Source: an optimization exercise on an open RTL-to-GDS flow (aim: a short achievable clock period and few clock cycles per item). Production flows keep margins and buffers that such runs may drop. The RTL was checked by simulation tests, not by an equivalence proof against the original design. No driver is modelled on the clock port, so clocking that relies on it looks cheaper here than on a real chip. Power is estimated from default activity; no workload was simulated.

==> flow/design.v <==
`timescale 1ns/1ps
package cpu_pkg;
	localparam int xlen = 32;
	localparam int reg_addr_w = 5;
	localparam logic [5:0] op_special = 6'h00;
	localparam logic [5:0] op_regimm  = 6'h01;
	localparam logic [5:0] op_j       = 6'h02;
	localparam logic [5:0] op_jal     = 6'h03;
	localparam logic [5:0] op_beq     = 6'h04;
	localparam logic [5:0] op_bne     = 6'h05;
	localparam logic [5:0] op_blez    = 6'h06;
	localparam logic [5:0] op_bgtz    = 6'h07;
	localparam logic [5:0] op_addiu   = 6'h09;
	localparam logic [5:0] op_slti    = 6'h0a;
	localparam logic [5:0] op_sltiu   = 6'h0b;
	localparam logic [5:0] op_andi    = 6'h0c;
	localparam logic [5:0] op_ori     = 6'h0d;
	localparam logic [5:0] op_xori    = 6'h0e;
	localparam logic [5:0] op_lui     = 6'h0f;
	localparam logic [5:0] op_lb      = 6'h20;
	localparam logic [5:0] op_lh      = 6'h21;
	localparam logic [5:0] op_lw      = 6'h23;
	localparam logic [5:0] op_lbu     = 6'h24;
	localparam logic [5:0] op_lhu     = 6'h25;
	localparam logic [5:0] op_sb      = 6'h28;
	localparam logic [5:0] op_sh      = 6'h29;
	localparam logic [5:0] op_sw      = 6'h2b;
	localparam logic [5:0] fn_sll  = 6'h00;
	localparam logic [5:0] fn_srl  = 6'h02;
	localparam logic [5:0] fn_sra  = 6'h03;
	localparam logic [5:0] fn_sllv = 6'h04;
	localparam logic [5:0] fn_srlv = 6'h06;
	localparam logic [5:0] fn_srav = 6'h07;
	localparam logic [5:0] fn_addu = 6'h21;
	localparam logic [5:0] fn_subu = 6'h23;
	localparam logic [5:0] fn_and  = 6'h24;
	localparam logic [5:0] fn_or   = 6'h25;
	localparam logic [5:0] fn_xor  = 6'h26;
	localparam logic [5:0] fn_nor  = 6'h27;
	localparam logic [5:0] fn_slt  = 6'h2a;
	localparam logic [5:0] fn_sltu = 6'h2b;
	localparam logic [4:0] rt_bltz = 5'd0;  
	localparam logic [4:0] rt_bgez = 5'd1;
	localparam logic [3:0] alu_add  = 4'd0;
	localparam logic [3:0] alu_sub  = 4'd1;
	localparam logic [3:0] alu_slt  = 4'd2;
	localparam logic [3:0] alu_sltu = 4'd3;
	localparam logic [3:0] alu_and  = 4'd4;
	localparam logic [3:0] alu_or   = 4'd5;
	localparam logic [3:0] alu_xor  = 4'd6;
	localparam logic [3:0] alu_nor  = 4'd7;
	localparam logic [3:0] alu_sll  = 4'd8;
	localparam logic [3:0] alu_srl  = 4'd9;
	localparam logic [3:0] alu_sra  = 4'd10;
	localparam logic [3:0] alu_lui  = 4'd11;
	localparam logic [1:0] wb_alu  = 2'd0;
	localparam logic [1:0] wb_mem  = 2'd1;
	localparam logic [1:0] wb_link = 2'd2;
	localparam logic [1:0] size_byte = 2'd0;
	localparam logic [1:0] size_half = 2'd1;
	localparam logic [1:0] size_word = 2'd2;
	localparam logic [2:0] br_none = 3'd0;
	localparam logic [2:0] br_eq   = 3'd1;
	localparam logic [2:0] br_ne   = 3'd2;
	localparam logic [2:0] br_gez  = 3'd3;
	localparam logic [2:0] br_gtz  = 3'd4;
	localparam logic [2:0] br_lez  = 3'd5;
	localparam logic [2:0] br_ltz  = 3'd6;
	localparam logic [2:0] br_jump = 3'd7;
endpackage
`timescale 1ns/1ps
module reg_file (
	input  logic        aclk,
	input  logic [31:0] rsel0,
	input  logic [31:0] rsel1,
	output logic [31:0] rdata0,
	output logic [31:0] rdata1,
	input  logic [31:0] we,
	input  logic [31:0] wdata
);
	logic [31:0] regs [1:31];
	always_ff @(posedge aclk)
	begin
		for (int i = 1; i < 32; i++)
			if (we[i])
				regs[i] <= wdata;
	end
	always_comb
	begin
		rdata0 = 32'd0;
		rdata1 = 32'd0;
		for (int i = 1; i < 32; i++)
		begin
			rdata0 = rdata0 | (regs[i] & {32{rsel0[i]}});
			rdata1 = rdata1 | (regs[i] & {32{rsel1[i]}});
		end
	end
endmodule
`timescale 1ns/1ps
module alu (
	input  logic [12:0] cls,
	input  logic        shamt_var,
	input  logic [31:0] rs_val,
	input  logic [31:0] rt_val,
	input  logic [31:0] op_b,        
	input  logic [15:0] imm,
	input  logic [4:0]  shamt,
	input  logic [31:0] link,
	output logic [31:0] sum,
	output logic [31:0] result
);
	logic [32:0] diff;
	logic        lt_signed;
	logic        lt_unsigned;
	logic [4:0]  sa;
	logic [31:0] sll_r;
	logic [31:0] srl_r;
	logic [31:0] sra_r;
	fast_add i_sum (
		.a    (rs_val),
		.b    (op_b),
		.cin  (1'b0),
		.s    (sum),
		.cout ()
	);
	fast_add i_diff (
		.a    (rs_val),
		.b    (~op_b),
		.cin  (1'b1),
		.s    (diff[31:0]),
		.cout (diff[32])
	);
	assign lt_unsigned = !diff[32];
	assign lt_signed   = (rs_val[31] != op_b[31]) ? rs_val[31] : diff[31];
	assign sa    = shamt_var ? rs_val[4:0] : shamt;
	assign sll_r = rt_val << sa;
	assign srl_r = rt_val >> sa;
	assign sra_r = srl_r | ({32{rt_val[31]}} & ~(32'hffffffff >> sa));
	always_comb
	begin
		result = ({32{cls[0]}} & sum)
			| ({32{cls[1]}} & diff[31:0])
			| ({32{cls[2]}} & {31'd0, lt_signed})
			| ({32{cls[3]}} & {31'd0, lt_unsigned})
			| ({32{cls[4]}} & (rs_val & op_b))
			| ({32{cls[5]}} & (rs_val | op_b))
			| ({32{cls[6]}} & (rs_val ^ op_b))
			| ({32{cls[7]}} & ~(rs_val | op_b))
			| ({32{cls[8]}} & {imm, 16'h0000})
			| ({32{cls[9]}} & sll_r)
			| ({32{cls[10]}} & srl_r)
			| ({32{cls[11]}} & sra_r)
			| ({32{cls[12]}} & link);
	end
endmodule
module fast_add #(
	parameter int W = 32,
	parameter int L = 5      
) (
	input  logic [W-1:0] a,
	input  logic [W-1:0] b,
	input  logic         cin,
	output logic [W-1:0] s,
	output logic         cout
);
	logic [W-1:0] g [0:L];
	logic [W-1:0] p [0:L];
	logic [W:0]   c;
	assign g[0] = a & b;
	assign p[0] = a ^ b;
	for (genvar l = 0; l < L; l++)
	begin : g_lvl
		for (genvar i = 0; i < W; i++)
		begin : g_bit
			if (i >= (1 << l))
			begin : g_op
				assign g[l+1][i] = g[l][i] | (p[l][i] & g[l][i-(1<<l)]);
				assign p[l+1][i] = p[l][i] & p[l][i-(1<<l)];
			end
			else
			begin : g_pass
				assign g[l+1][i] = g[l][i];
				assign p[l+1][i] = p[l][i];
			end
		end
	end
	assign c[0] = cin;
	for (genvar i = 0; i < W; i++)
	begin : g_c
		assign c[i+1] = g[L][i] | (p[L][i] & cin);
	end
	assign s    = p[0] ^ c[W-1:0];
	assign cout = c[W];
endmodule
`timescale 1ns/1ps
import cpu_pkg::*;
module mem_lane (
	input  logic [1:0]  mem_size,
	input  logic        load_unsigned,
	input  logic [1:0]  addr_low,
	input  logic [31:0] rt_val,
	input  logic [31:0] data_rdata,
	output logic [3:0]  data_be,
	output logic [31:0] data_wdata,
	output logic [31:0] load_value
);
	logic [7:0]  byte_sel;
	logic [15:0] half_sel;
	always_comb
	begin
		case (mem_size)
			size_byte:
			begin
				data_be    = 4'b0001 << addr_low;
				data_wdata = {4{rt_val[7:0]}};
			end
			size_half:
			begin
				data_be    = addr_low[1] ? 4'b1100 : 4'b0011;  
				data_wdata = {2{rt_val[15:0]}};
			end
			default:
			begin
				data_be    = 4'b1111;
				data_wdata = rt_val;
			end
		endcase
	end
	assign byte_sel = data_rdata[8*addr_low +: 8];
	assign half_sel = addr_low[1] ? data_rdata[31:16] : data_rdata[15:0];
	always_comb
	begin
		case (mem_size)
			size_byte: load_value = {{24{!load_unsigned & byte_sel[7]}}, byte_sel};
			size_half: load_value = {{16{!load_unsigned & half_sel[15]}}, half_sel};
			default:   load_value = data_rdata;
		endcase
	end
endmodule
`timescale 1ns/1ps
import cpu_pkg::*;
module inst_decode_core (
	input  logic [31:0] inst,
	output logic [31:0] rs_oh,       
	output logic [31:0] rt_oh,
	output logic        uses_rs,
	output logic        uses_rt,
	output logic [31:0] dst_oh,      
	output logic [4:0]  dest,
	output logic        wen,
	output logic [12:0] cls,         
	output logic        use_imm,
	output logic        imm_zext,
	output logic        shamt_var,
	output logic        is_load,
	output logic        is_store,
	output logic [1:0]  mem_size,
	output logic        load_unsigned,
	output logic [5:0]  br,          
	output logic        is_cbr
);
	logic [5:0] opcode;
	logic [5:0] funct;
	logic [4:0] rs;
	logic [4:0] rt;
	logic [4:0] rd;
	logic       imm_alu;
	logic       write;
	assign opcode = inst[31:26];
	assign rs     = inst[25:21];
	assign rt     = inst[20:16];
	assign rd     = inst[15:11];
	assign funct  = inst[5:0];
	assign imm_alu = opcode == op_addiu || opcode == op_slti || opcode == op_sltiu
		|| opcode == op_andi || opcode == op_ori || opcode == op_xori || opcode == op_lui;
	assign is_load  = opcode == op_lb || opcode == op_lbu || opcode == op_lh
		|| opcode == op_lhu || opcode == op_lw;
	assign is_store = opcode == op_sb || opcode == op_sh || opcode == op_sw;
	localparam int c_add = 0, c_sub = 1, c_slt = 2, c_sltu = 3, c_and = 4, c_or = 5,
		c_xor = 6, c_nor = 7, c_lui = 8, c_sll = 9, c_srl = 10, c_sra = 11, c_link = 12;
	always_comb
	begin
		cls     = 13'd0;
		write   = 1'b0;
		dest    = rd;
		br      = 6'd0;
		uses_rs = 1'b0;
		uses_rt = 1'b0;
		case (opcode)
			op_special:
			begin
				write   = 1'b1;
				uses_rs = 1'b1;
				uses_rt = 1'b1;
				case (funct)
					fn_sll:  begin cls[c_sll] = 1'b1; uses_rs = 1'b0; end
					fn_srl:  begin cls[c_srl] = 1'b1; uses_rs = 1'b0; end
					fn_sra:  begin cls[c_sra] = 1'b1; uses_rs = 1'b0; end
					fn_sllv: cls[c_sll]  = 1'b1;
					fn_srlv: cls[c_srl]  = 1'b1;
					fn_srav: cls[c_sra]  = 1'b1;
					fn_addu: cls[c_add]  = 1'b1;
					fn_subu: cls[c_sub]  = 1'b1;
					fn_and:  cls[c_and]  = 1'b1;
					fn_or:   cls[c_or]   = 1'b1;
					fn_xor:  cls[c_xor]  = 1'b1;
					fn_nor:  cls[c_nor]  = 1'b1;
					fn_slt:  cls[c_slt]  = 1'b1;
					fn_sltu: cls[c_sltu] = 1'b1;
					default:
					begin
						write   = 1'b0;
						uses_rs = 1'b0;
						uses_rt = 1'b0;
					end
				endcase
			end
			op_regimm:
			begin
				if (rt == rt_bltz)
					br[4] = 1'b1;
				else if (rt == rt_bgez)
					br[5] = 1'b1;
				uses_rs = br[4] | br[5];
			end
			op_jal:
			begin
				write       = 1'b1;
				dest        = 5'd31;
				cls[c_link] = 1'b1;
			end
			op_beq:   begin br[0] = 1'b1; uses_rs = 1'b1; uses_rt = 1'b1; end
			op_bne:   begin br[1] = 1'b1; uses_rs = 1'b1; uses_rt = 1'b1; end
			op_blez:  begin br[2] = 1'b1; uses_rs = 1'b1; end
			op_bgtz:  begin br[3] = 1'b1; uses_rs = 1'b1; end
			op_addiu: cls[c_add]  = 1'b1;
			op_slti:  cls[c_slt]  = 1'b1;
			op_sltiu: cls[c_sltu] = 1'b1;
			op_andi:  cls[c_and]  = 1'b1;
			op_ori:   cls[c_or]   = 1'b1;
			op_xori:  cls[c_xor]  = 1'b1;
			op_lui:   cls[c_lui]  = 1'b1;
			default: ;
		endcase
		if (imm_alu || is_load)
		begin
			write = 1'b1;
			dest  = rt;
		end
		if ((imm_alu && opcode != op_lui) || is_load || is_store)
			uses_rs = 1'b1;
		if (is_store)
			uses_rt = 1'b1;
	end
	assign is_cbr        = |br;
	assign use_imm       = imm_alu | is_load | is_store;
	assign imm_zext      = opcode == op_andi || opcode == op_ori || opcode == op_xori;
	assign shamt_var     = funct[2];  
	assign wen           = write && dest != 5'd0;
	assign mem_size      = opcode[1] ? size_word : (opcode[0] ? size_half : size_byte);
	assign load_unsigned = opcode[2];
	always_comb
	begin
		for (int i = 0; i < 32; i++)
		begin
			rs_oh[i]  = (i != 0) && rs == 5'(i);
			rt_oh[i]  = (i != 0) && rt == 5'(i);
			dst_oh[i] = wen && dest == 5'(i);
		end
	end
endmodule
module inst_decoder (
	input  logic        sel_a,
	input  logic        en,          
	input  logic [31:0] inst_a,
	input  logic [31:0] inst_b,
	output logic [31:0] rs_oh,
	output logic [31:0] rt_oh,
	output logic        uses_rs,
	output logic        uses_rt,
	output logic [31:0] dst_oh,
	output logic [4:0]  dest,
	output logic        wen,
	output logic [12:0] cls,
	output logic        use_imm,
	output logic        imm_zext,
	output logic        shamt_var,
	output logic        is_load,
	output logic        is_store,
	output logic [1:0]  mem_size,
	output logic        load_unsigned,
	output logic [5:0]  br,
	output logic        is_cbr
);
	localparam int dw = 32 * 3 + 2 + 5 + 1 + 13 + 3 + 2 + 2 + 1 + 6 + 1;
	logic [dw-1:0] da;
	logic [dw-1:0] db;
	inst_decode_core i_a (
		.inst (inst_a),
		.rs_oh (da[31:0]), .rt_oh (da[63:32]), .uses_rs (da[64]), .uses_rt (da[65]),
		.dst_oh (da[97:66]), .dest (da[102:98]), .wen (da[103]), .cls (da[116:104]),
		.use_imm (da[117]), .imm_zext (da[118]), .shamt_var (da[119]), .is_load (da[120]),
		.is_store (da[121]), .mem_size (da[123:122]), .load_unsigned (da[124]),
		.br (da[130:125]), .is_cbr (da[131])
	);
	inst_decode_core i_b (
		.inst (inst_b),
		.rs_oh (db[31:0]), .rt_oh (db[63:32]), .uses_rs (db[64]), .uses_rt (db[65]),
		.dst_oh (db[97:66]), .dest (db[102:98]), .wen (db[103]), .cls (db[116:104]),
		.use_imm (db[117]), .imm_zext (db[118]), .shamt_var (db[119]), .is_load (db[120]),
		.is_store (db[121]), .mem_size (db[123:122]), .load_unsigned (db[124]),
		.br (db[130:125]), .is_cbr (db[131])
	);
	logic [63:0] unused_oh;
	logic [4:0]  rs_f;
	logic [4:0]  rt_f;
	assign {is_cbr, br, load_unsigned, mem_size, is_store, is_load, shamt_var, imm_zext,
		use_imm, cls, wen, dest, dst_oh, uses_rt, uses_rs, unused_oh} = sel_a ? da : db;
	assign rs_f = sel_a ? inst_a[25:21] : inst_b[25:21];
	assign rt_f = sel_a ? inst_a[20:16] : inst_b[20:16];
	always_comb
	begin
		for (int i = 0; i < 32; i++)
		begin
			rs_oh[i] = en && (i != 0) && rs_f == 5'(i);
			rt_oh[i] = en && (i != 0) && rt_f == 5'(i);
		end
	end
endmodule
`timescale 1ns/1ps
import cpu_pkg::*;
module pc_sequencer #(
	parameter logic [31:0] reset_pc = 32'hbfc00000
) (
	input  logic        aclk,
	input  logic        areset_n,
	output logic [31:0] inst_addr,
	input  logic [31:0] inst_rdata,
	input  logic        fire,         
	input  logic        x_redirect,   
	input  logic [31:0] x_target,
	output logic        head_valid,
	output logic        head_load,    
	output logic [31:0] nh_word,
	output logic        nh_from_bus,  
	output logic [31:0] q1_w,
	output logic [31:0] nh_pc,
	output logic [31:0] nh_pc4,
	output logic [31:0] nh_bt,        
	output logic        nh_pred,
	output logic        nh_btb,       
	output logic [1:0]  nh_btb_idx,
	output logic [29:0] nh_ptgt,      
	input  logic        bt_install,   
	input  logic [31:0] bt_pc,
	input  logic [31:0] bt_target,
	input  logic        bt_drop,      
	input  logic [1:0]  bt_idx
);
	logic [31:0] fa;
	logic        fa_live;
	logic        f2_v;
	logic [31:0] f2_pc;
	logic [31:0] f2_pc4;
	logic [13:0] f2_hi_m1;
	logic [13:0] f2_hi_p1;
	logic [1:0]  cnt;
	logic [31:0] q1_word, q2_word;
	logic [31:0] q1_pc, q2_pc;
	logic [31:0] q1_pc4;
	logic [31:0] q1_bt;
	logic        q1_pred, q2_pred;
	logic        q1_btb, q2_btb;
	logic [1:0]  q1_bidx, q2_bidx;
	logic        f2_btb;
	logic [1:0]  f2_bidx;
	logic [29:0] f2_ptgt;
	logic [29:0] q1_ptgt, q2_ptgt;
	logic [3:0]  bt_v;
	logic [29:0] bt_tag [0:3];
	logic [29:0] bt_tgt [0:3];
	logic [1:0]  bt_ptr;
	logic        bu_install;
	logic        bu_drop;
	logic [29:0] bu_pc;
	logic [29:0] bu_tgt;
	logic [1:0]  bu_idx;
	logic [3:0]  bt_hitv;
	logic        bt_hit;
	logic [29:0] bt_hit_tgt;
	logic [1:0]  bt_hit_idx;
	logic        pred_s;
	logic [31:0] fa4;
	logic [31:0] w;
	logic [5:0]  op;
	logic        is_j;
	logic        is_cbr;
	logic        sure_t;
	logic        sure_n;
	logic        pred;
	logic        f2_redir;
	logic [31:0] jt;
	logic [16:0] bt_lo;
	logic [13:0] bt_hi;
	logic [31:0] bt;
	logic        enq;
	logic [1:0]  rem;
	logic [1:0]  cnt_n;
	logic        f2_v_n;
	logic        live_nr;
	logic [31:0] fa_n;
	assign inst_addr = fa;
	assign fa4       = fa + 32'd4;
	assign w      = inst_rdata;
	assign op     = w[31:26];
	assign is_j   = op == op_j || op == op_jal;
	assign is_cbr = (op == op_regimm && w[20:17] == 4'd0) || op == op_beq || op == op_bne
		|| op == op_blez || op == op_bgtz;
	assign sure_t = (op == op_beq && w[25:21] == w[20:16])
		|| ((op == op_blez || (op == op_regimm && w[16])) && w[25:21] == 5'd0);
	assign sure_n = (op == op_bne && w[25:21] == w[20:16])
		|| ((op == op_bgtz || (op == op_regimm && !w[16])) && w[25:21] == 5'd0);
	assign pred_s = is_cbr && (sure_t || (!sure_n && w[15]));
	assign pred   = f2_btb || pred_s;
	always_comb
	begin
		bt_hit_tgt = 30'd0;
		bt_hit_idx = 2'd0;
		for (int i = 0; i < 4; i++)
		begin
			bt_hitv[i] = bt_v[i] && bt_tag[i] == fa[31:2];
			bt_hit_tgt = bt_hit_tgt | (bt_tgt[i] & {30{bt_hitv[i]}});
			bt_hit_idx = bt_hit_idx | (2'(i) & {2{bt_hitv[i]}});
		end
		bt_hit = |bt_hitv;
	end
	assign jt    = {f2_pc4[31:28], w[25:0], 2'b00};
	fast_add #(
		.W (16),
		.L (4)
	) i_bt_lo (
		.a    (f2_pc4[17:2]),
		.b    (w[15:0]),
		.cin  (1'b0),
		.s    (bt_lo[15:0]),
		.cout (bt_lo[16])
	);
	assign bt_hi = w[15] ? (bt_lo[16] ? f2_pc4[31:18] : f2_hi_m1)
	                     : (bt_lo[16] ? f2_hi_p1 : f2_pc4[31:18]);
	assign bt    = {bt_hi, bt_lo[15:0], 2'b00};
	assign f2_redir = f2_v && !f2_btb && (is_j || pred_s);
	assign head_valid = cnt != 2'd0;
	assign enq        = f2_v && !x_redirect;
	assign rem        = cnt - {1'b0, fire};
	assign cnt_n      = x_redirect ? 2'd0 : rem + {1'b0, enq};
	assign f2_v_n     = fa_live && !x_redirect && !f2_redir;
	assign live_nr    = ({1'b0, rem} + {2'b00, f2_v} + {2'b00, fa_live && !f2_redir}) <= 3'd2;
	assign head_load = (fire && cnt[1]) || (rem == 2'd0 && f2_v);
	assign nh_word   = (rem == 2'd0) ? w : q1_word;
	assign nh_from_bus = rem == 2'd0;
	assign q1_w      = q1_word;
	assign nh_pc     = (rem == 2'd0) ? f2_pc : q1_pc;
	assign q1_pc4    = q1_pc + 32'd4;
	assign q1_bt     = q1_pc4 + {{14{q1_word[15]}}, q1_word[15:0], 2'b00};
	assign nh_pc4    = (rem == 2'd0) ? f2_pc4 : q1_pc4;
	assign nh_bt     = (rem == 2'd0) ? bt : q1_bt;
	assign nh_pred   = (rem == 2'd0) ? pred : q1_pred;
	assign nh_btb    = (rem == 2'd0) ? f2_btb : q1_btb;
	assign nh_btb_idx = (rem == 2'd0) ? f2_bidx : q1_bidx;
	assign nh_ptgt   = (rem == 2'd0) ? f2_ptgt : q1_ptgt;
	always_comb
	begin
		if (x_redirect)
			fa_n = x_target;
		else if (f2_redir)
			fa_n = is_j ? jt : bt;
		else if (fa_live)
			fa_n = bt_hit ? {bt_hit_tgt, 2'b00} : fa4;
		else
			fa_n = fa;
	end
	always_ff @(posedge aclk)
	begin
		f2_pc    <= fa;
		f2_pc4   <= fa4;
		f2_hi_m1 <= fa4[31:18] - 14'd1;
		f2_hi_p1 <= fa4[31:18] + 14'd1;
		if (fire)
		begin
			q1_word <= q2_word;
			q1_pc   <= q2_pc;
			q1_pred <= q2_pred;
			q1_btb  <= q2_btb;
			q1_bidx <= q2_bidx;
			q1_ptgt <= q2_ptgt;
		end
		if (rem == 2'd1)
		begin
			q1_word <= w;
			q1_pc   <= f2_pc;
			q1_pred <= pred;
			q1_btb  <= f2_btb;
			q1_bidx <= f2_bidx;
			q1_ptgt <= f2_ptgt;
		end
		if (rem == 2'd2)
		begin
			q2_word <= w;
			q2_pc   <= f2_pc;
			q2_pred <= pred;
			q2_btb  <= f2_btb;
			q2_bidx <= f2_bidx;
			q2_ptgt <= f2_ptgt;
		end
		f2_bidx <= bt_hit_idx;
		f2_ptgt <= bt_hit_tgt;
		bu_pc  <= bt_pc[31:2];
		bu_tgt <= bt_target[31:2];
		bu_idx <= bt_idx;
		if (bu_install)
		begin
			bt_tag[bt_ptr] <= bu_pc;
			bt_tgt[bt_ptr] <= bu_tgt;
		end
		if (!areset_n)
		begin
			fa      <= reset_pc;
			fa_live <= 1'b1;
			f2_v    <= 1'b0;
			cnt     <= 2'd0;
			f2_btb  <= 1'b0;
			bt_v    <= 4'd0;
			bu_install <= 1'b0;
			bu_drop <= 1'b0;
			bt_ptr  <= 2'd0;
		end
		else
		begin
			fa      <= fa_n;
			fa_live <= x_redirect || live_nr;
			f2_v    <= f2_v_n;
			cnt     <= cnt_n;
			f2_btb  <= fa_live && bt_hit && !x_redirect && !f2_redir;
			bu_install <= bt_install;
			bu_drop    <= bt_drop;
			if (bu_drop)
				bt_v[bu_idx] <= 1'b0;
			if (bu_install)
			begin
				bt_v[bt_ptr] <= 1'b1;
				bt_ptr       <= bt_ptr + 2'd1;
			end
		end
	end
endmodule
`timescale 1ns/1ps
import cpu_pkg::*;
module cpu_top #(
	parameter logic [31:0] reset_pc = 32'hbfc00000
) (
	input  logic        aclk,
	input  logic        areset_n,
	output logic [31:0] inst_addr,
	input  logic [31:0] inst_rdata,
	output logic        data_en,
	output logic        data_we,
	output logic [3:0]  data_be,
	output logic [31:0] data_addr,
	output logic [31:0] data_wdata,
	input  logic [31:0] data_rdata,
	output logic        retire_valid,
	output logic [31:0] retire_pc,
	output logic        wb_en,
	output logic [4:0]  wb_addr,
	output logic [31:0] wb_data
);
	logic        head_valid;
	logic        head_load;
	logic [31:0] nh_word;
	logic        nh_from_bus;
	logic [31:0] q1_w;
	logic [31:0] nh_pc;
	logic [31:0] nh_pc4;
	logic [31:0] nh_bt;
	logic [31:0] h_bt;
	logic        nh_pred;
	logic        nh_btb;
	logic [1:0]  nh_btb_idx;
	logic [29:0] nh_ptgt;
	logic [29:0] h_ptgt;
	logic [31:0] jtarget;
	logic [31:0] tgt_sel;
	logic        act_taken;
	logic        tgt_mis;
	logic        h_btb;
	logic [1:0]  h_btb_idx;
	logic        h_is_j;
	logic        bt_install;
	logic        bt_drop;
	logic [31:0] bt_target;
	logic [31:0] x_wmask;
	logic        fire;
	logic        x_redirect;
	logic [31:0] x_target;
	logic [31:0] d_rs_oh, d_rt_oh, d_dst_oh;
	logic        d_uses_rs, d_uses_rt;
	logic [4:0]  d_dest;
	logic        d_wen;
	logic [12:0] d_cls;
	logic        d_use_imm, d_imm_zext, d_shamt_var;
	logic        d_is_load, d_is_store;
	logic [1:0]  d_size;
	logic        d_ld_unsigned;
	logic [5:0]  d_br;
	logic        d_is_cbr;
	logic [31:0] h_word;
	logic [31:0] h_pc;
	logic [31:0] h_pc4;
	logic        h_pred;
	logic [31:0] h_rs_oh, h_rt_oh, h_dst_oh;
	logic        h_uses_rs, h_uses_rt;
	logic [4:0]  h_dest;
	logic        h_wen;
	logic [12:0] h_cls;
	logic        h_use_imm, h_imm_zext, h_shamt_var;
	logic        h_is_load, h_is_store;
	logic [1:0]  h_size;
	logic        h_ld_unsigned;
	logic [5:0]  h_br;
	logic        h_is_cbr;
	logic [31:0] rs_val, rt_val;
	logic [31:0] rsel0, rsel1;
	logic [31:0] rf_rs, rf_rt;
	logic [31:0] op_rs, op_rt;
	logic [31:0] ld_q;
	logic        nu_imm;
	logic        xm_ok;
	logic        a_m, a_w, a_r, b_m, b_w, b_r;
	logic        sa_m, sa_w, sa_r, sa_o;
	logic        st_m, st_w, st_r, st_o;
	logic        sb_m, sb_w, sb_r, sb_o, sb_i;
	logic [31:0] ext_imm;
	logic [31:0] op_b;
	logic [31:0] m_wmask;
	logic [31:0] w_wmask;
	logic [31:0] w_we;
	logic [31:0] w_wdata;
	logic [31:0] sum, result;
	logic [3:0]  st_be;
	logic [31:0] st_wdata;
	logic [31:0] unused_lv;
	logic [31:0] pend;
	logic        stall;
	logic [31:0] pend_a;
	logic        stall_a, stall_b, stall_c;
	logic        eq, neg, zero, taken;
	logic [31:0] btarget;
	logic        m_valid;
	logic [31:0] m_pc;
	logic        m_wen;
	logic [4:0]  m_dest;
	logic [31:0] m_result;
	logic        m_is_load;
	logic [1:0]  m_size;
	logic        m_ld_unsigned;
	logic [1:0]  m_alow;
	logic [31:0] m_ld_oh;
	logic        w_valid;
	logic [31:0] w_pc;
	logic        w_wen;
	logic [4:0]  w_dest;
	logic [31:0] w_result;
	logic        w_is_load;
	logic [1:0]  w_size;
	logic        w_ld_unsigned;
	logic [1:0]  w_alow;
	logic [31:0] w_ld_oh;
	logic [31:0] load_value;
	logic [3:0]  unused_be;
	logic [31:0] unused_wd;
	pc_sequencer #(
		.reset_pc (reset_pc)
	) i_pc_sequencer (
		.aclk       (aclk),
		.areset_n   (areset_n),
		.inst_addr  (inst_addr),
		.inst_rdata (inst_rdata),
		.fire       (fire),
		.x_redirect (x_redirect),
		.x_target   (x_target),
		.head_valid (head_valid),
		.head_load  (head_load),
		.nh_word    (nh_word),
		.nh_from_bus (nh_from_bus),
		.q1_w       (q1_w),
		.nh_pc      (nh_pc),
		.nh_pc4     (nh_pc4),
		.nh_bt      (nh_bt),
		.nh_pred    (nh_pred),
		.nh_btb     (nh_btb),
		.nh_btb_idx (nh_btb_idx),
		.nh_ptgt    (nh_ptgt),
		.bt_install (bt_install),
		.bt_pc      (h_pc),
		.bt_target  (bt_target),
		.bt_drop    (bt_drop),
		.bt_idx     (h_btb_idx)
	);
	inst_decoder i_inst_decoder (
		.sel_a         (nh_from_bus),
		.en            (head_load),
		.inst_a        (inst_rdata),
		.inst_b        (q1_w),
		.rs_oh         (d_rs_oh),
		.rt_oh         (d_rt_oh),
		.uses_rs       (d_uses_rs),
		.uses_rt       (d_uses_rt),
		.dst_oh        (d_dst_oh),
		.dest          (d_dest),
		.wen           (d_wen),
		.cls           (d_cls),
		.use_imm       (d_use_imm),
		.imm_zext      (d_imm_zext),
		.shamt_var     (d_shamt_var),
		.is_load       (d_is_load),
		.is_store      (d_is_store),
		.mem_size      (d_size),
		.load_unsigned (d_ld_unsigned),
		.br            (d_br),
		.is_cbr        (d_is_cbr)
	);
	always_ff @(posedge aclk)
	begin
		if (head_load)
		begin
			h_word        <= nh_word;
			h_pc          <= nh_pc;
			h_pc4         <= nh_pc4;
			h_bt          <= nh_bt;
			h_pred        <= nh_pred;
			h_btb         <= nh_btb;
			h_btb_idx     <= nh_btb_idx;
			h_ptgt        <= nh_ptgt;
			h_is_j        <= nh_word[31:27] == 5'b00001;
			h_rs_oh       <= d_rs_oh;
			h_rt_oh       <= d_rt_oh;
			h_dst_oh      <= d_dst_oh;
			h_uses_rs     <= d_uses_rs;
			h_uses_rt     <= d_uses_rt;
			h_dest        <= d_dest;
			h_wen         <= d_wen;
			h_cls         <= d_cls;
			h_use_imm     <= d_use_imm;
			h_imm_zext    <= d_imm_zext;
			h_shamt_var   <= d_shamt_var;
			h_is_load     <= d_is_load;
			h_is_store    <= d_is_store;
			h_size        <= d_size;
			h_ld_unsigned <= d_ld_unsigned;
			h_br          <= d_br;
			h_is_cbr      <= d_is_cbr;
		end
	end
	assign rsel0  = d_rs_oh;
	assign rsel1  = d_rt_oh;
	assign nu_imm = head_load ? d_use_imm : h_use_imm;
	assign xm_ok  = fire && !h_is_load;
	assign a_m = head_load && xm_ok && |(d_rs_oh & h_dst_oh);
	assign a_w = head_load ? |(d_rs_oh & m_wmask) : |(h_rs_oh & m_wmask);
	assign a_r = head_load ? |(d_rs_oh & w_we) : |(h_rs_oh & w_we);
	assign b_m = head_load && xm_ok && |(d_rt_oh & h_dst_oh);
	assign b_w = head_load ? |(d_rt_oh & m_wmask) : |(h_rt_oh & m_wmask);
	assign b_r = head_load ? |(d_rt_oh & w_we) : |(h_rt_oh & w_we);
	always_ff @(posedge aclk)
	begin
		op_rs <= rf_rs | (rs_val & {32{!head_load}});
		op_rt <= rf_rt | (rt_val & {32{!head_load}});
		ld_q  <= w_wdata;
		sa_m  <= a_m;
		sa_w  <= !a_m && a_w;
		sa_r  <= !a_m && !a_w && a_r;
		sa_o  <= !a_m && !a_w && !a_r;
		st_m  <= b_m;
		st_w  <= !b_m && b_w;
		st_r  <= !b_m && !b_w && b_r;
		st_o  <= !b_m && !b_w && !b_r;
		sb_m  <= !nu_imm && b_m;
		sb_w  <= !nu_imm && !b_m && b_w;
		sb_r  <= !nu_imm && !b_m && !b_w && b_r;
		sb_o  <= !nu_imm && !b_m && !b_w && !b_r;
		sb_i  <= nu_imm;
	end
	assign ext_imm = {{16{!h_imm_zext & h_word[15]}}, h_word[15:0]};
	assign rs_val = ({32{sa_m}} & m_result) | ({32{sa_w}} & w_result)
		| ({32{sa_r}} & ld_q) | ({32{sa_o}} & op_rs);
	assign rt_val = ({32{st_m}} & m_result) | ({32{st_w}} & w_result)
		| ({32{st_r}} & ld_q) | ({32{st_o}} & op_rt);
	assign op_b   = ({32{sb_m}} & m_result) | ({32{sb_w}} & w_result)
		| ({32{sb_r}} & ld_q) | ({32{sb_o}} & op_rt) | ({32{sb_i}} & ext_imm);
	reg_file i_reg_file (
		.aclk    (aclk),
		.rsel0   (rsel0),
		.rsel1   (rsel1),
		.rdata0  (rf_rs),
		.rdata1  (rf_rt),
		.we      (w_we),
		.wdata   (w_wdata)
	);
	alu i_alu (
		.cls       (h_cls),
		.shamt_var (h_shamt_var),
		.rs_val    (rs_val),
		.rt_val    (rt_val),
		.op_b      (op_b),
		.imm       (h_word[15:0]),
		.shamt     (h_word[10:6]),
		.link      (h_pc4),
		.sum       (sum),
		.result    (result)
	);
	assign pend  = m_ld_oh | w_ld_oh;
	assign x_wmask = h_dst_oh & {32{fire && !h_is_load}};
	assign pend_a  = (h_is_load ? h_dst_oh : 32'd0) | (m_ld_oh & (h_is_load ? 32'hffffffff : ~h_dst_oh));
	assign stall_a = (d_uses_rs && |(d_rs_oh & pend_a)) || (d_uses_rt && |(d_rt_oh & pend_a));
	assign stall_b = (d_uses_rs && |(d_rs_oh & m_ld_oh)) || (d_uses_rt && |(d_rt_oh & m_ld_oh));
	assign stall_c = (h_uses_rs && |(h_rs_oh & m_ld_oh)) || (h_uses_rt && |(h_rt_oh & m_ld_oh));
	always_ff @(posedge aclk)
	begin
		if (head_load)
			stall <= fire ? stall_a : stall_b;
		else
			stall <= stall_c;
	end
	assign fire  = head_valid && !stall;
	assign eq    = rs_val == rt_val;
	assign neg   = rs_val[31];
	assign zero  = rs_val == 32'd0;
	assign taken = (h_br[0] && eq) || (h_br[1] && !eq) || (h_br[2] && (neg || zero))
		|| (h_br[3] && !neg && !zero) || (h_br[4] && neg) || (h_br[5] && !neg);
	assign btarget    = h_bt;
	assign jtarget    = {h_pc4[31:28], h_word[25:0], 2'b00};
	assign tgt_sel    = h_is_j ? jtarget : btarget;
	assign act_taken  = h_is_j || (h_is_cbr && taken);
	assign tgt_mis    = tgt_sel[31:2] != h_ptgt;
	assign x_redirect = fire && (h_btb ? (!act_taken || tgt_mis) : (h_is_cbr && (taken != h_pred)));
	assign x_target   = act_taken ? tgt_sel : h_pc4;
	assign bt_target  = tgt_sel;
	assign bt_install = fire && act_taken && (!h_btb || tgt_mis);
	assign bt_drop    = fire && h_btb && (!act_taken || tgt_mis);
	mem_lane i_st_lane (
		.mem_size      (h_size),
		.load_unsigned (h_ld_unsigned),
		.addr_low      (sum[1:0]),
		.rt_val        (rt_val),
		.data_rdata    (32'd0),
		.data_be       (st_be),
		.data_wdata    (st_wdata),
		.load_value    (unused_lv)
	);
	always_ff @(posedge aclk)
	begin
		m_pc          <= h_pc;
		m_wen         <= h_wen;
		m_dest        <= h_dest;
		m_result      <= result;
		m_is_load     <= h_is_load;
		m_size        <= h_size;
		m_ld_unsigned <= h_ld_unsigned;
		m_alow        <= sum[1:0];
		data_addr     <= {sum[31:2], 2'b00};
		data_be       <= st_be;
		data_wdata    <= st_wdata;
		if (!areset_n)
		begin
			m_valid <= 1'b0;
			m_ld_oh <= 32'd0;
			m_wmask <= 32'd0;
			data_en <= 1'b0;
			data_we <= 1'b0;
		end
		else
		begin
			m_valid <= fire;
			m_ld_oh <= (fire && h_is_load) ? h_dst_oh : 32'd0;
			m_wmask <= x_wmask;
			data_en <= fire && (h_is_load || h_is_store);
			data_we <= fire && h_is_store;
		end
	end
	always_ff @(posedge aclk)
	begin
		w_pc          <= m_pc;
		w_wen         <= m_wen;
		w_dest        <= m_dest;
		w_result      <= m_result;
		w_is_load     <= m_is_load;
		w_size        <= m_size;
		w_ld_unsigned <= m_ld_unsigned;
		w_alow        <= m_alow;
		if (!areset_n)
		begin
			w_valid <= 1'b0;
			w_ld_oh <= 32'd0;
			w_wmask <= 32'd0;
		end
		else
		begin
			w_valid <= m_valid;
			w_ld_oh <= m_ld_oh & ~x_wmask;
			w_wmask <= m_wmask;
		end
	end
	mem_lane i_ld_lane (
		.mem_size      (w_size),
		.load_unsigned (w_ld_unsigned),
		.addr_low      (w_alow),
		.rt_val        (32'd0),
		.data_rdata    (data_rdata),
		.data_be       (unused_be),
		.data_wdata    (unused_wd),
		.load_value    (load_value)
	);
	assign w_we    = w_wmask | w_ld_oh;
	assign w_wdata = w_is_load ? load_value : w_result;
	always_ff @(posedge aclk)
	begin
		retire_pc <= w_pc;
		wb_addr   <= w_dest;
		if (w_valid && w_wen)
			wb_data <= w_wdata;
		if (!areset_n)
		begin
			retire_valid <= 1'b0;
			wb_en        <= 1'b0;
		end
		else
		begin
			retire_valid <= w_valid;
			wb_en        <= w_valid && w_wen;
		end
	end
endmodule
==> flow/flow/run.sh <==
#!/bin/bash
set -euo pipefail
source flow/knobs.sh
RT=$PWD/flow/rt.tcl
bash standard.sh SETUP_SLACK_MARGIN=$MARGIN TNS_END_PERCENT=$TNS RT_MAX_ITER=$MAXIT \
  PRE_FLOORPLAN_TCL=$RT PRE_CTS_TCL=$RT PRE_GLOBAL_ROUTE_TCL=$RT \
  "BUFFER_PORTS_ARGS=-buffer_cell $PORTBUF" $EXTRA finish > standard.log 2>&1
==> flow/flow/knobs.sh <==
MARGIN=11.5
TNS=10
MAXIT=3000
PORTBUF=sky130_fd_sc_hd__buf_6
EXTRA=""
==> flow/flow/rt.tcl <==
# Sourced by ORFS's PRE_FLOORPLAN, PRE_CTS and PRE_GLOBAL_ROUTE hooks: the same
# repair_timing_helper as ORFS's util.tcl, with a cap on repair_timing's
# iterations, since the setup margin the flow asks for may not be reachable.
proc repair_timing_helper { args } {
  set additional_args {}
  append_env_var additional_args SETUP_SLACK_MARGIN -setup_margin 1
  append_env_var additional_args HOLD_SLACK_MARGIN -hold_margin 1
  append_env_var additional_args SETUP_MOVE_SEQUENCE -sequence 1
  append_env_var additional_args TNS_END_PERCENT -repair_tns 1
  append_env_var additional_args SKIP_PIN_SWAP -skip_pin_swap 0
  append_env_var additional_args SKIP_GATE_CLONING -skip_gate_cloning 0
  append_env_var additional_args SKIP_BUFFER_REMOVAL -skip_buffer_removal 0
  append_env_var additional_args SKIP_LAST_GASP -skip_last_gasp 0
  append_env_var additional_args SKIP_VT_SWAP -skip_vt_swap 0
  append_env_var additional_args SKIP_CRIT_VT_SWAP -skip_crit_vt_swap 0
  append_env_var additional_args MATCH_CELL_FOOTPRINT -match_cell_footprint 0
  append_env_var additional_args RT_MAX_ITER -max_iterations 1
  lappend additional_args {*}$args -verbose

  log_cmd repair_timing {*}$additional_args
}
==> flow/standard.sh <==
#!/bin/bash
# synth_recipe.tcl (not shown) runs the flow's synth.tcl, then flattens the netlist and writes it again
# the make line also repeats each setting of config.mk as NAME=value (left out here)
make -C /OpenROAD-flow-scripts/flow DESIGN_CONFIG=/design/flow/config.mk WORK_HOME=/design/flow/orfs CLKGATE_MAP_FILE= SYNTH_SCRIPT=/design/flow/synth_recipe.tcl "${@:-finish}"
==> flow/config.mk <==
export PLATFORM = sky130hd
export DESIGN_NAME = cpu_top
export DESIGN_NICKNAME = cpu_top
export VERILOG_FILES = /design/flow/design.v
export SDC_FILE = /design/flow/constraint.sdc
export NUM_CORES = 4
export LEC_CHECK = 0
export CAP_MARGIN = 20
export CELL_PAD_IN_SITES_DETAIL_PLACEMENT = 1
export CELL_PAD_IN_SITES_GLOBAL_PLACEMENT = 1
export CORE_MARGIN = 2
export CORE_UTILIZATION = 40
export GPL_ROUTABILITY_DRIVEN = 1
export PLACE_DENSITY = 0.5
export SLEW_MARGIN = 20
export SYNTH_HIERARCHICAL = 1
==> flow/constraint.sdc <==
create_clock -name core_clock -period 16.0 [get_ports {aclk}]
set_input_delay 3.2000 -clock core_clock [delete_from_list [all_inputs] [get_ports {aclk}]]
set_output_delay 3.2000 -clock core_clock [all_outputs]
set_load 0.01 [all_outputs]
==> results of run 1 <==
-- worst max-delay path: cells and delay by family --
family / cells / cell delay (ns)
compound gates: 5 / 1.41
mux: 1 / 0.30
simple gates: 3 / 0.49
buf+inv: 3 / 0.60
-- cell usage in the layout (no fill, tap or decap), types with 146 or more instances in the layout --
cell / count
sky130_fd_sc_hd__ha_1: 146
sky130_fd_sc_hd__clkbuf_16: 305
sky130_fd_sc_hd__buf_6: 286
sky130_fd_sc_hd__edfxtp_1: 1748
sky130_fd_sc_hd__mux2_2: 318
sky130_fd_sc_hd__a22oi_2: 161
sky130_fd_sc_hd__nor2_1: 377
sky130_fd_sc_hd__dfxtp_1: 711
sky130_fd_sc_hd__a22oi_1: 1008
sky130_fd_sc_hd__nand4_1: 255
sky130_fd_sc_hd__a22o_1: 199
sky130_fd_sc_hd__a21oi_1: 186
sky130_fd_sc_hd__buf_4: 460
sky130_fd_sc_hd__nand2_1: 655
sky130_fd_sc_hd__xnor2_1: 221
sky130_fd_sc_hd__nand3_1: 290
-- final cells by class --
class                      count  area, um^2
fill                       28700      145000
sequential                  2475       67100
multi-input combinational   6183       49300
timing repair buffer         974       11800
clock buffer                 382        7890
tap                         3781        4730
clock inverter               132        1680
inverter                     154         618
antenna                       15        37.5
timing repair inverter         3        26.3
-- worst max path at each step --
stage,endpoint,cells past startpoint,slack (ns)
6_report,stall,12,10.62
5_1_grt,stall,13,10.74
4_1_cts,m_result[30],15,10.93
3_5_place_dp,stall,19,7.99
3_3_place_gp,stall,19,7.64
2_1_floorplan,sb_o,20,7.38
-- stage by stage --
step                setup slack (ns)  instances   util  area, um^2  power (mW)
floorplan                       7.38       9466      -      116000        20.3
global placement                7.64      13100  0.426      123000        27.6
detailed placement              7.99      13100  0.427      123000        27.8
CTS                            10.93      13900  0.484      139000        35.6
global route                   10.74      14100  0.496      143000        38.3
finish                         10.62      14100  0.497      143000        37.2
-- timing repair --
item | 4_1_cts | 5_1_grt
gates resized for setup | 658 | 467
endpoints found under the setup margin | 853 | 1144
cloned | 55 | 13
pin swaps | 238 | 268
endpoints found under the hold margin | 0 | 0
buffers inserted | 271 | 158
-- report_power, final --
part	switching (mW)	total, mW	internal [mW]	leakage, nW
sequential	1.59	11.1	9.49	21.9
clock	2.91	6.79	3.88	4.65
combinational	12.6	19.4	6.73	24.5
total	17.1	37.2	20.1	51.1
-- layer usage --
metal  GRT usage  part of all wire
met1       0.531              0.40
met2       0.589              0.43
met3      0.0975              0.11
met4       0.208             0.065
met5           0           0.00011
==> summary.txt, run 1 <==
# TYPE chip_impl_metric gauge
chip_impl_metric{name="place_hpwl",unit="um"} 374000
chip_impl_metric{name="height_of_the_chip",unit="um"} 542
chip_impl_metric{name="grt_first_pass_wirelength",unit="um"} 807000
chip_impl_metric{name="num-nets-final",unit=""} 10300
chip_impl_metric{name="worst_path_largest_cell_delay",unit="ns"} 0.46
chip_impl_metric{name="initial_utilization",unit=""} 0.402
chip_impl_info{name="holdCritPathClass",value="register to register"} 1
chip_impl_metric{name="boundaryPins",unit=""} 239
chip_impl_metric{name="die_w",unit="um"} 542
chip_impl_metric{name="timing.max_slew.rel_slack",unit=""} 0.218
chip_impl_metric{name="worst_setup_hold_path_clk_slew",unit="ns"} 0.06
chip_impl_metric{name="first_global_vias",unit=""} 93900
chip_impl_metric{name="drt-total-wl",unit="um"} 606000
chip_impl_info{name="layout_top_registers",value="i_reg_file.regs: 992 flops, i_pc_sequencer.bt_tag: 120 flops, i_pc_sequencer.bt_tgt: 120 flops"} 1
chip_impl_metric{name="drtIter0Drc",unit=""} 15000
chip_impl_info{name="critical_path.slowest_cell",value="sky130_fd_sc_hd__o41ai_4"} 1
chip_impl_metric{name="finalClockSkew",unit="ns"} 0.0725
chip_impl_metric{name="clk-insertion-delay-late",unit="ns"} 0.95
chip_impl_metric{name="data_arrival_at_the_endpoint_of_the_critical_path",unit="ns"} 6.06
chip_impl_info{name="hold_path.startpoint",value="w_pc[14]"} 1
chip_impl_metric{name="final-max-slew-violation-count",unit=""} 0
chip_impl_metric{name="ant_nets",unit=""} 0
chip_impl_info{name="min_delay_worst_endpoint",value="retire_pc[14]"} 1
chip_impl_metric{name="fraction_of_layout_instances_using_a_drive_strength_above_1",unit=""} 0.262
chip_impl_metric{name="synth.avg_cell_area",unit="um^2"} 12.2
chip_impl_info{name="regMostFlops",value="i_reg_file.regs"} 1
chip_impl_info{name="cell_breakdown_of_the_critical_path",value="buf_16, mux2_4, o211ai_1, buf_4, nor2_4, buf_8, a22oi_2, nand4_1, o41ai_4, nand3_2, a21oi_4, a31oi_4"} 1
chip_impl_metric{name="dr.pass1.iters",unit=""} 9
chip_impl_metric{name="post_cts_hold_buffer_count",unit=""} 0
chip_impl_metric{name="core-area",unit="mm^2"} 0.288
chip_impl_metric{name="remaining_drc_errors",unit=""} 0
chip_impl_info{name="cts_tree",value="done"} 1
chip_impl_info{name="run_status",value="timing/DRC/antenna clean"} 1
chip_impl_metric{name="worst_slew_pin_slew",unit="ns"} 1.16
chip_impl_metric{name="clock_sinks",unit=""} 2475
chip_impl_metric{name="worst-path-max-fanout",unit=""} 38
chip_impl_metric{name="timing.critical_path.required",unit="ns"} 16.67
chip_impl_info{name="r2r-start",value="i_pc_sequencer.cnt[1]"} 1
chip_impl_metric{name="fmax",unit="GHz"} 0.186
chip_impl_metric{name="report.final.setup_viol",unit=""} 0
chip_impl_metric{name="whs",unit="ns"} 0.310
chip_impl_metric{name="finalWorstPathRequiredPeriod",unit="ns"} 5.38
chip_impl_metric{name="grt_overflow",unit=""} 0
chip_impl_metric{name="flow.area_growth_from_synthesis",unit="%"} 23.5
chip_impl_metric{name="tns",unit="ns"} 0
chip_impl_metric{name="syn_area",unit="mm^2"} 0.116
chip_impl_metric{name="viasPerCell",unit=""} 6.88
chip_impl_metric{name="finalHoldViolations",unit=""} 0
chip_impl_metric{name="vias",unit=""} 97000
chip_impl_metric{name="die_area",unit="mm^2"} 0.294
chip_impl_metric{name="drt-wirelength-per-cell",unit="um"} 43.0
chip_impl_metric{name="timing.hold.worst_path_depth",unit=""} 0
chip_impl_metric{name="timing.final.crit_share",unit=""} 0.337
chip_impl_metric{name="vdd_drop_max",unit="mV"} 0.175
chip_impl_info{name="timing.critical_path.from",value="inst_rdata[25]"} 1
chip_impl_metric{name="grt_start_max_net_pins",unit=""} 133
chip_impl_metric{name="grt_antenna_before_repair",unit=""} 68
chip_impl_metric{name="timing.reg2reg.setup_slack",unit="ns"} 11.01
chip_impl_metric{name="cts_made_buffers",unit=""} 283
chip_impl_metric{name="number_of_standard_cells_after_synthesis",unit=""} 9460
chip_impl_metric{name="max_reg_flops",unit=""} 992
chip_impl_metric{name="power.static_leakage",unit="nW"} 51.1
chip_impl_metric{name="std_cell_rows",unit=""} 197
chip_impl_metric{name="yosysWarnings",unit=""} 20
chip_impl_metric{name="gr-usage-all-layers",unit=""} 0.396
chip_impl_metric{name="place.port_buffers",unit=""} 236
chip_impl_info{name="crit-reg2reg-capture",value="stall"} 1
chip_impl_info{name="worst_setup_path_start_kind",value="primary input"} 1
chip_impl_metric{name="timing.max_cap.violations",unit=""} 0
chip_impl_info{name="grt_setup_unrepaired",value="yes"} 1
chip_impl_metric{name="pwr_density_cell",unit="mW/mm^2"} 260
chip_impl_info{name="endpoint_kind",value="register"} 1
chip_impl_metric{name="finalWeightedCongestion",unit=""} 0.972
chip_impl_info{name="setup.worst_path.class",value="primary input to register"} 1
chip_impl_metric{name="worst_r2r_path_depth",unit=""} 20
Testbench counts, summed over its fixed seeds: cycles 41,212, instrs 35,347.
==> inputs of run 2 (changes only) <==
==> flow/flow/knobs.sh (replaced) <==
MARGIN=11.5
TNS=10
MAXIT=400
PORTBUF=sky130_fd_sc_hd__buf_6
EXTRA=""
==> summary.txt, run 2 <==
# TYPE chip_impl_metric gauge
chip_impl_info{name="run_status",value="timing/DRC/antenna clean"} 1
chip_impl_metric{name="finalClockSkew",unit="ns"} 0.0732
chip_impl_metric{name="core-area",unit="mm^2"} 0.288
chip_impl_metric{name="dp.cells",unit=""} 13100
chip_impl_metric{name="worst_slew_pin_slew",unit="ns"} 1.18
chip_impl_metric{name="tns",unit="ns"} 0
chip_impl_metric{name="finalWeightedCongestion",unit=""} 0.990
chip_impl_info{name="setup.worst_path.class",value="primary input to register"} 1
chip_impl_metric{name="power.static_leakage",unit="nW"} 48.5
chip_impl_metric{name="vias",unit=""} 93700
chip_impl_metric{name="finalWorstPathRequiredPeriod",unit="ns"} 5.22
chip_impl_metric{name="drtIter0Drc",unit=""} 12600
chip_impl_metric{name="drt-total-wl",unit="um"} 563000
chip_impl_info{name="cts_tree",value="done"} 1
chip_impl_metric{name="syn_area",unit="mm^2"} 0.116
chip_impl_metric{name="max_reg_flops",unit=""} 992
chip_impl_metric{name="finalHoldViolations",unit=""} 0
chip_impl_metric{name="place.port_buffers",unit=""} 236
chip_impl_info{name="hold_path.startpoint",value="w_pc[3]"} 1
chip_impl_metric{name="first_global_vias",unit=""} 91900
chip_impl_info{name="regMostFlops",value="i_reg_file.regs"} 1
chip_impl_info{name="layout_top_registers",value="i_reg_file.regs: 992 flops, i_pc_sequencer.bt_tag: 120 flops, i_pc_sequencer.bt_tgt: 120 flops"} 1
chip_impl_metric{name="fmax",unit="GHz"} 0.192
chip_impl_metric{name="layoutNonFillerInstCount",unit=""} 13800
chip_impl_metric{name="boundaryPins",unit=""} 239
chip_impl_metric{name="clk-insertion-delay-late",unit="ns"} 0.94
chip_impl_metric{name="gr-usage-all-layers",unit=""} 0.368
chip_impl_info{name="most-common-layout-cells",value="1748 x sky130_fd_sc_hd__edfxtp_1, 1111 x sky130_fd_sc_hd__a22oi_1, 719 x sky130_fd_sc_hd__dfxtp_1, 685 x sky130_fd_sc_hd__nand2_1, 387 x sky130_fd_sc_hd__nor2_1"} 1
chip_impl_info{name="holdCritPathClass",value="register to register"} 1
chip_impl_metric{name="grt_first_pass_wirelength",unit="um"} 760000
chip_impl_metric{name="die_w",unit="um"} 542
chip_impl_metric{name="initial_utilization",unit=""} 0.402
chip_impl_metric{name="yosysWarnings",unit=""} 20
chip_impl_metric{name="post_cts_hold_buffer_count",unit=""} 0
chip_impl_metric{name="setup_ws",unit="ns"} 10.78
chip_impl_metric{name="pwr_density_cell",unit="mW/mm^2"} 261
chip_impl_metric{name="vdd_drop_max",unit="mV"} 0.230
chip_impl_metric{name="num-fill-cells",unit=""} 29100
chip_impl_info{name="r2r-start",value="i_pc_sequencer.cnt[1]"} 1
chip_impl_metric{name="fraction_of_layout_instances_using_a_drive_strength_above_1",unit=""} 0.210
chip_impl_metric{name="post-place-ws",unit="ns"} 8.98
chip_impl_metric{name="flow.area_growth_from_synthesis",unit="%"} 17.9
chip_impl_metric{name="die_area",unit="mm^2"} 0.294
chip_impl_metric{name="grt_overflow",unit=""} 0
chip_impl_metric{name="data_arrival_at_the_endpoint_of_the_critical_path",unit="ns"} 6.03
chip_impl_metric{name="dr.pass1.iters",unit=""} 9
chip_impl_metric{name="number_of_standard_cells_after_synthesis",unit=""} 9460
chip_impl_metric{name="report.final.setup_viol",unit=""} 0
chip_impl_metric{name="drt-wirelength-per-cell",unit="um"} 40.7
chip_impl_metric{name="std_cell_rows",unit=""} 197
chip_impl_info{name="layout.cells.most_common",value="sky130_fd_sc_hd__edfxtp_1"} 1
chip_impl_metric{name="synth.avg_cell_area",unit="um^2"} 12.2
chip_impl_metric{name="grt_start_max_net_pins",unit=""} 134
chip_impl_info{name="worst_setup_path_start_kind",value="primary input"} 1
chip_impl_metric{name="timing.max_cap.violations",unit=""} 0
chip_impl_metric{name="height_of_the_chip",unit="um"} 542
chip_impl_metric{name="final-max-slew-violation-count",unit=""} 0
chip_impl_metric{name="cts_made_buffers",unit=""} 286
chip_impl_metric{name="clock_sinks",unit=""} 2475
chip_impl_metric{name="remaining_drc_errors",unit=""} 0
chip_impl_metric{name="timing.critical_path.required",unit="ns"} 16.80
chip_impl_metric{name="grt_antenna_before_repair",unit=""} 54
chip_impl_info{name="grt_setup_unrepaired",value="yes"} 1
chip_impl_metric{name="postLayoutCoreUtil",unit=""} 0.474
chip_impl_metric{name="viasPerCell",unit=""} 6.78
chip_impl_metric{name="place_hpwl",unit="um"} 370000
chip_impl_info{name="endpoint_kind",value="register"} 1
chip_impl_info{name="timing.critical_path.from",value="inst_rdata[18]"} 1
chip_impl_metric{name="num-nets-final",unit=""} 10000
chip_impl_metric{name="worst-path-max-fanout",unit=""} 31
chip_impl_metric{name="timing.final.crit_share",unit=""} 0.326
chip_impl_metric{name="timing.max_slew.rel_slack",unit=""} 0.204
chip_impl_metric{name="worst_setup_hold_path_clk_slew",unit="ns"} 0.06
chip_impl_metric{name="ant_nets",unit=""} 0
## run 2: cell types whose count changed in the layout (fill, tap and decap cells not counted), moves of 35 or more
cell,delta
sky130_fd_sc_hd__buf_4,-138
sky130_fd_sc_hd__a22oi_2,-103
sky130_fd_sc_hd__buf_16,-45
sky130_fd_sc_hd__a21oi_1,+35
sky130_fd_sc_hd__a22oi_1,+103
sky130_fd_sc_hd__buf_12,-63
## run 2: final timing paths
path	end	slack [ns]	cells after the start
max	op_rt[31]	10.78	12
min	retire_pc[3]	0.30	0
max reg2reg	op_rs[2]	10.87	18
min reg2reg	retire_pc[3]	0.30	0
## run 2: what timing repair did
item / 4_1_cts / 5_1_grt
pin swaps: 65 / 61
buffers inserted: 112 / 54
setup endpoints to repair: 707 / 1038
gates resized for setup: 264 / 196
gates cloned: 9 / 14
## run 2: critical path: stages
cell,delay [ns]
sky130_fd_sc_hd__buf_16,0.13
sky130_fd_sc_hd__and3b_2,0.24
sky130_fd_sc_hd__o211ai_1,0.27
sky130_fd_sc_hd__buf_4,0.20
sky130_fd_sc_hd__buf_6,0.12
sky130_fd_sc_hd__buf_12,0.10
sky130_fd_sc_hd__nor2_4,0.06
sky130_fd_sc_hd__buf_6,0.20
sky130_fd_sc_hd__a22oi_1,0.28
sky130_fd_sc_hd__nand3_1,0.25
sky130_fd_sc_hd__or4_4,0.65
sky130_fd_sc_hd__a21o_1,0.18
## run 2: metal layers
metal | vias to the layer above | GRT usage | wire [um]
li1 | 38000 | - | -
met1 | 48700 | 0.501 | 229000
met2 | 5645 | 0.557 | 246000
met3 | 1338 | 0.0776 | 55800
met4 | 26 | 0.176 | 32200
met5 | - | 0.00148 | 158
## run 2: per-stage QoR
| step | power (mW) | cell area [um^2] | hold slack, ns |
|---|---|---|---|
| 2_1_floorplan | 20.3 | 116000 | 0.310 |
| 3_3_place_gp | 27.6 | 123000 | 0.310 |
| 3_5_place_dp | 27.7 | 123000 | 0.313 |
| 4_1_cts | 35.1 | 135000 | 0.310 |
| 5_1_grt | 36.8 | 137000 | 0.317 |
| 6_report | 35.7 | 137000 | 0.305 |
## run 2: area by class of cell
cell class | instances | area, um^2 | share of cell area
timing repair buffer | 685 | 7330 | 0.0537
clock buffer | 388 | 8140 | 0.0596
clock inverter | 132 | 1430 | 0.0105
inverter | 154 | 612 | 0.00448
multi-input combinational | 6184 | 47300 | 0.346
tap | 3781 | 4730 | 0.0346
sequential | 2475 | 67100 | 0.491
timing repair inverter | 1 | 8.76 | 0.0000641
antenna | 25 | 62.6 | 0.000458
## run 2: report_power, final
group,internal (mW),switching (mW)
registers,9.48,1.51
logic,5.87,12.0
clock network,3.88,2.88
total,19.2,16.4
==> inputs of run 3 (changes only) <==
==> flow/config.mk (replaced) <==
export PLATFORM = sky130hd
export DESIGN_NAME = cpu_top
export DESIGN_NICKNAME = cpu_top
export VERILOG_FILES = /design/flow/design.v
export SDC_FILE = /design/flow/constraint.sdc
export NUM_CORES = 4
export LEC_CHECK = 0
export CAP_MARGIN = 20
export CORE_MARGIN = 2
export CORE_UTILIZATION = 30
export GPL_ROUTABILITY_DRIVEN = 1
export PLACE_DENSITY = 0.42
export SLEW_MARGIN = 20
export SYNTH_HIERARCHICAL = 1
==> summary.txt, run 3 <==
# TYPE chip_impl_metric gauge
chip_impl_info{name="run_status",value="timing/DRC/antenna clean"} 1
chip_impl_metric{name="tns",unit="ns"} 0
chip_impl_metric{name="dr.pass1.iters",unit=""} 12
chip_impl_metric{name="grt_antenna_before_repair",unit=""} 55
chip_impl_info{name="layout_top_registers",value="i_reg_file.regs: 992 flops, i_pc_sequencer.bt_tag: 120 flops, i_pc_sequencer.bt_tgt: 120 flops"} 1
chip_impl_metric{name="grt_start_max_net_pins",unit=""} 159
chip_impl_metric{name="num-nets-final",unit=""} 10000
chip_impl_metric{name="die_area",unit="mm^2"} 0.391
chip_impl_metric{name="timing.reg2reg.setup_slack",unit="ns"} 10.83
chip_impl_metric{name="cts_made_buffers",unit=""} 294
chip_impl_metric{name="yosysWarnings",unit=""} 20
chip_impl_metric{name="place.port_buffers",unit=""} 236
chip_impl_metric{name="place_hpwl",unit="um"} 372000
chip_impl_metric{name="timing.max_slew.rel_slack",unit=""} 0.156
chip_impl_metric{name="timing.max_cap.violations",unit=""} 0
chip_impl_metric{name="data_arrival_at_the_endpoint_of_the_critical_path",unit="ns"} 6.09
chip_impl_info{name="layout.cells.most_common",value="sky130_fd_sc_hd__edfxtp_1"} 1
chip_impl_metric{name="num-fill-cells",unit=""} 37400
chip_impl_info{name="grt_setup_unrepaired",value="yes"} 1
chip_impl_metric{name="std_cell_rows",unit=""} 228
chip_impl_metric{name="max_reg_flops",unit=""} 992
chip_impl_metric{name="worst_slew_pin_slew",unit="ns"} 1.25
chip_impl_metric{name="post_layout_power",unit="mW"} 36.1
chip_impl_metric{name="fmax",unit="GHz"} 0.188
chip_impl_metric{name="grt_overflow",unit=""} 0
chip_impl_metric{name="syn_area",unit="mm^2"} 0.116
chip_impl_info{name="endpoint_kind",value="register"} 1
chip_impl_metric{name="dp.cells",unit=""} 14400
chip_impl_metric{name="final-max-slew-violation-count",unit=""} 0
chip_impl_metric{name="finalHoldViolations",unit=""} 0
chip_impl_metric{name="finalClockSkew",unit="ns"} 0.0653
chip_impl_metric{name="core-area",unit="mm^2"} 0.385
chip_impl_metric{name="grt_first_pass_wirelength",unit="um"} 762000
chip_impl_metric{name="remaining_drc_errors",unit=""} 0
chip_impl_metric{name="clk-insertion-delay-late",unit="ns"} 0.93
chip_impl_metric{name="worst-path-max-fanout",unit=""} 38
chip_impl_metric{name="viasPerCell",unit=""} 6.10
chip_impl_metric{name="die_w",unit="um"} 625
chip_impl_metric{name="drt-wirelength-per-cell",unit="um"} 37.9
chip_impl_metric{name="finalWeightedCongestion",unit=""} 0.938
chip_impl_metric{name="height_of_the_chip",unit="um"} 625
chip_impl_metric{name="postLayoutCellArea",unit="mm^2"} 0.138
chip_impl_metric{name="number_of_standard_cells_after_synthesis",unit=""} 9460
chip_impl_metric{name="power.static_leakage",unit="nW"} 48.5
chip_impl_info{name="regMostFlops",value="i_reg_file.regs"} 1
chip_impl_metric{name="worst_setup_hold_path_clk_slew",unit="ns"} 0.06
chip_impl_info{name="most-common-layout-cells",value="1748 x sky130_fd_sc_hd__edfxtp_1, 1108 x sky130_fd_sc_hd__a22oi_1, 711 x sky130_fd_sc_hd__dfxtp_1, 681 x sky130_fd_sc_hd__nand2_1, 386 x sky130_fd_sc_hd__nor2_1"} 1
chip_impl_metric{name="timing.final.crit_share",unit=""} 0.332
chip_impl_metric{name="synth.avg_cell_area",unit="um^2"} 12.2
chip_impl_metric{name="report.final.setup_viol",unit=""} 0
chip_impl_info{name="setup.worst_path.class",value="primary input to register"} 1
chip_impl_info{name="holdCritPathClass",value="register to register"} 1
chip_impl_metric{name="ant_nets",unit=""} 0
chip_impl_metric{name="fraction_of_layout_instances_using_a_drive_strength_above_1",unit=""} 0.210
chip_impl_metric{name="drtIter0Drc",unit=""} 13000
chip_impl_metric{name="boundaryPins",unit=""} 239
chip_impl_metric{name="gr-usage-all-layers",unit=""} 0.279
chip_impl_metric{name="drt-total-wl",unit="um"} 573000
chip_impl_metric{name="vdd_drop_max",unit="mV"} 0.175
chip_impl_metric{name="flow.area_growth_from_synthesis",unit="%"} 19.4
chip_impl_metric{name="layoutNonFillerInstCount",unit=""} 15100
chip_impl_metric{name="timing.critical_path.required",unit="ns"} 16.78
chip_impl_info{name="worst_setup_path_start_kind",value="primary input"} 1
chip_impl_metric{name="vias",unit=""} 92200
chip_impl_metric{name="first_global_vias",unit=""} 88000
chip_impl_metric{name="finalWorstPathRequiredPeriod",unit="ns"} 5.31
chip_impl_metric{name="whs",unit="ns"} 0.310
chip_impl_metric{name="clock_sinks",unit=""} 2475
chip_impl_metric{name="detailed_place.area",unit="mm^2"} 0.125
chip_impl_metric{name="initial_utilization",unit=""} 0.301
chip_impl_info{name="cts_tree",value="done"} 1
chip_impl_metric{name="pwr_density_cell",unit="mW/mm^2"} 261
## run 3: cell count changes in the layout (fill, tap and decap cells not counted), moves of 7 or more
cell | previous run | this run
sky130_fd_sc_hd__clkbuf_1 | 58 | 77
sky130_fd_sc_hd__buf_4 | 322 | 308
sky130_fd_sc_hd__or4_1 | 30 | 42
sky130_fd_sc_hd__or4_4 | 43 | 32
sky130_fd_sc_hd__diode_2 | 25 | 34
sky130_fd_sc_hd__a21oi_2 | 10 | 18
sky130_fd_sc_hd__dfxtp_1 | 719 | 711
sky130_fd_sc_hd__a21oi_1 | 221 | 214
sky130_fd_sc_hd__buf_16 | 7 | 14
sky130_fd_sc_hd__dfxtp_2 | 8 | 15
## run 3: metal layers
metal	global-route usage	up-vias	share of wire
met5	0	-	0.00053
met2	0.431	5479	0.44
li1	-	38000	-
met1	0.370	47400	0.41
met3	0.0540	1233	0.085
met4	0.147	14	0.063
## run 3: stage by stage
| stage | utilization | setup slack, ns |
|---|---|---|
| 3_5_place_dp | 0.324 | 8.58 |
| 4_1_cts | 0.354 | 10.91 |
| 6_report | 0.359 | 10.69 |
| 5_1_grt | 0.359 | 10.78 |
| 3_3_place_gp | 0.324 | 8.62 |
| 2_1_floorplan | - | 7.38 |
## run 3: path summary, 6_finish.rpt
check,start,endpoint,cells after the start
worst max-delay path,inst_rdata[17],op_rt[9],11
worst min-delay path,m_pc[21],w_pc[21],0
worst max register to register,sb_m,m_result[31],15
worst min register to register,m_pc[21],w_pc[21],0
## run 3: what timing repair did
item / CTS / global route
pin swaps: 74 / 90
gates cloned: 15 / 13
endpoints found under the setup margin: 1203 / 1246
gates resized for setup: 262 / 214
hold buffers: 0 / 0
setup buffers: 76 / 72
## run 3: report_power, final
| part | internal (mW) | switching, mW |
|---|---|---|
| Combinational | 5.90 | 12.4 |
| Clock | 3.94 | 2.87 |
| Sequential | 9.48 | 1.53 |
## run 3: area by class of cell
class                      count  area, um^2  area share
tap                         5060        6330      0.0458
timing repair inverter         2        17.5    0.000127
sequential                  2475       67100       0.485
multi-input combinational   6181       47300       0.342
antenna                       34        85.1    0.000615
clock inverter               122        1290     0.00935
inverter                     154         612     0.00442
timing repair buffer         673        7340      0.0530
clock buffer                 413        8340      0.0603
## run 3: critical path, cell delays in order
cell and delay, ns:
sky130_fd_sc_hd__buf_6 0.20, sky130_fd_sc_hd__nor2_1 0.11, sky130_fd_sc_hd__a21oi_4 0.16, sky130_fd_sc_hd__buf_12 0.15, sky130_fd_sc_hd__buf_4 0.15, sky130_fd_sc_hd__nor3_4 0.05, sky130_fd_sc_hd__buf_8 0.18, sky130_fd_sc_hd__a22oi_1 0.25
sky130_fd_sc_hd__nand4_1 0.60, sky130_fd_sc_hd__or4_1 0.73, sky130_fd_sc_hd__a21o_1 0.17

## static timing again, ports no longer ideal
In the flow no input, the clock included, has a driving cell. The finished layouts below were timed again as built, in two steps.
Step 1 sets driving cells, clkbuf_16 on the clock port and buf_2 on the other inputs (assumed; they add their load-dependent delay and slew).
Step 2, shift: input delay + t, output delay - t, t = (earliest + latest rising clock arrival at the registers) / 2. This alone moves slack from input paths to output paths.
Three values: no drivers, after step 1, after step 2; two values: the first two.
| run | shift t [ns] | slack for setup (ns) | worst setup path at the end | worst data-port slew with drivers (ns) |
|---|---|---|---|---|
| run 1 | 1.014 | 10.615 / 10.566 / 9.552 | input to register | 0.21 |
| run 2 | 1.005 | 10.779 / 10.625 / 9.620 | input to register | 0.27 |
| run 3 | 1.010 | 10.687 / 10.685 / 9.675 | input to register | 0.28 |
After both steps every run listed still meets setup and hold. The setup slack of run 2, which loses most, moves by -0.154 ns with the drivers and by -1.159 ns with both steps.
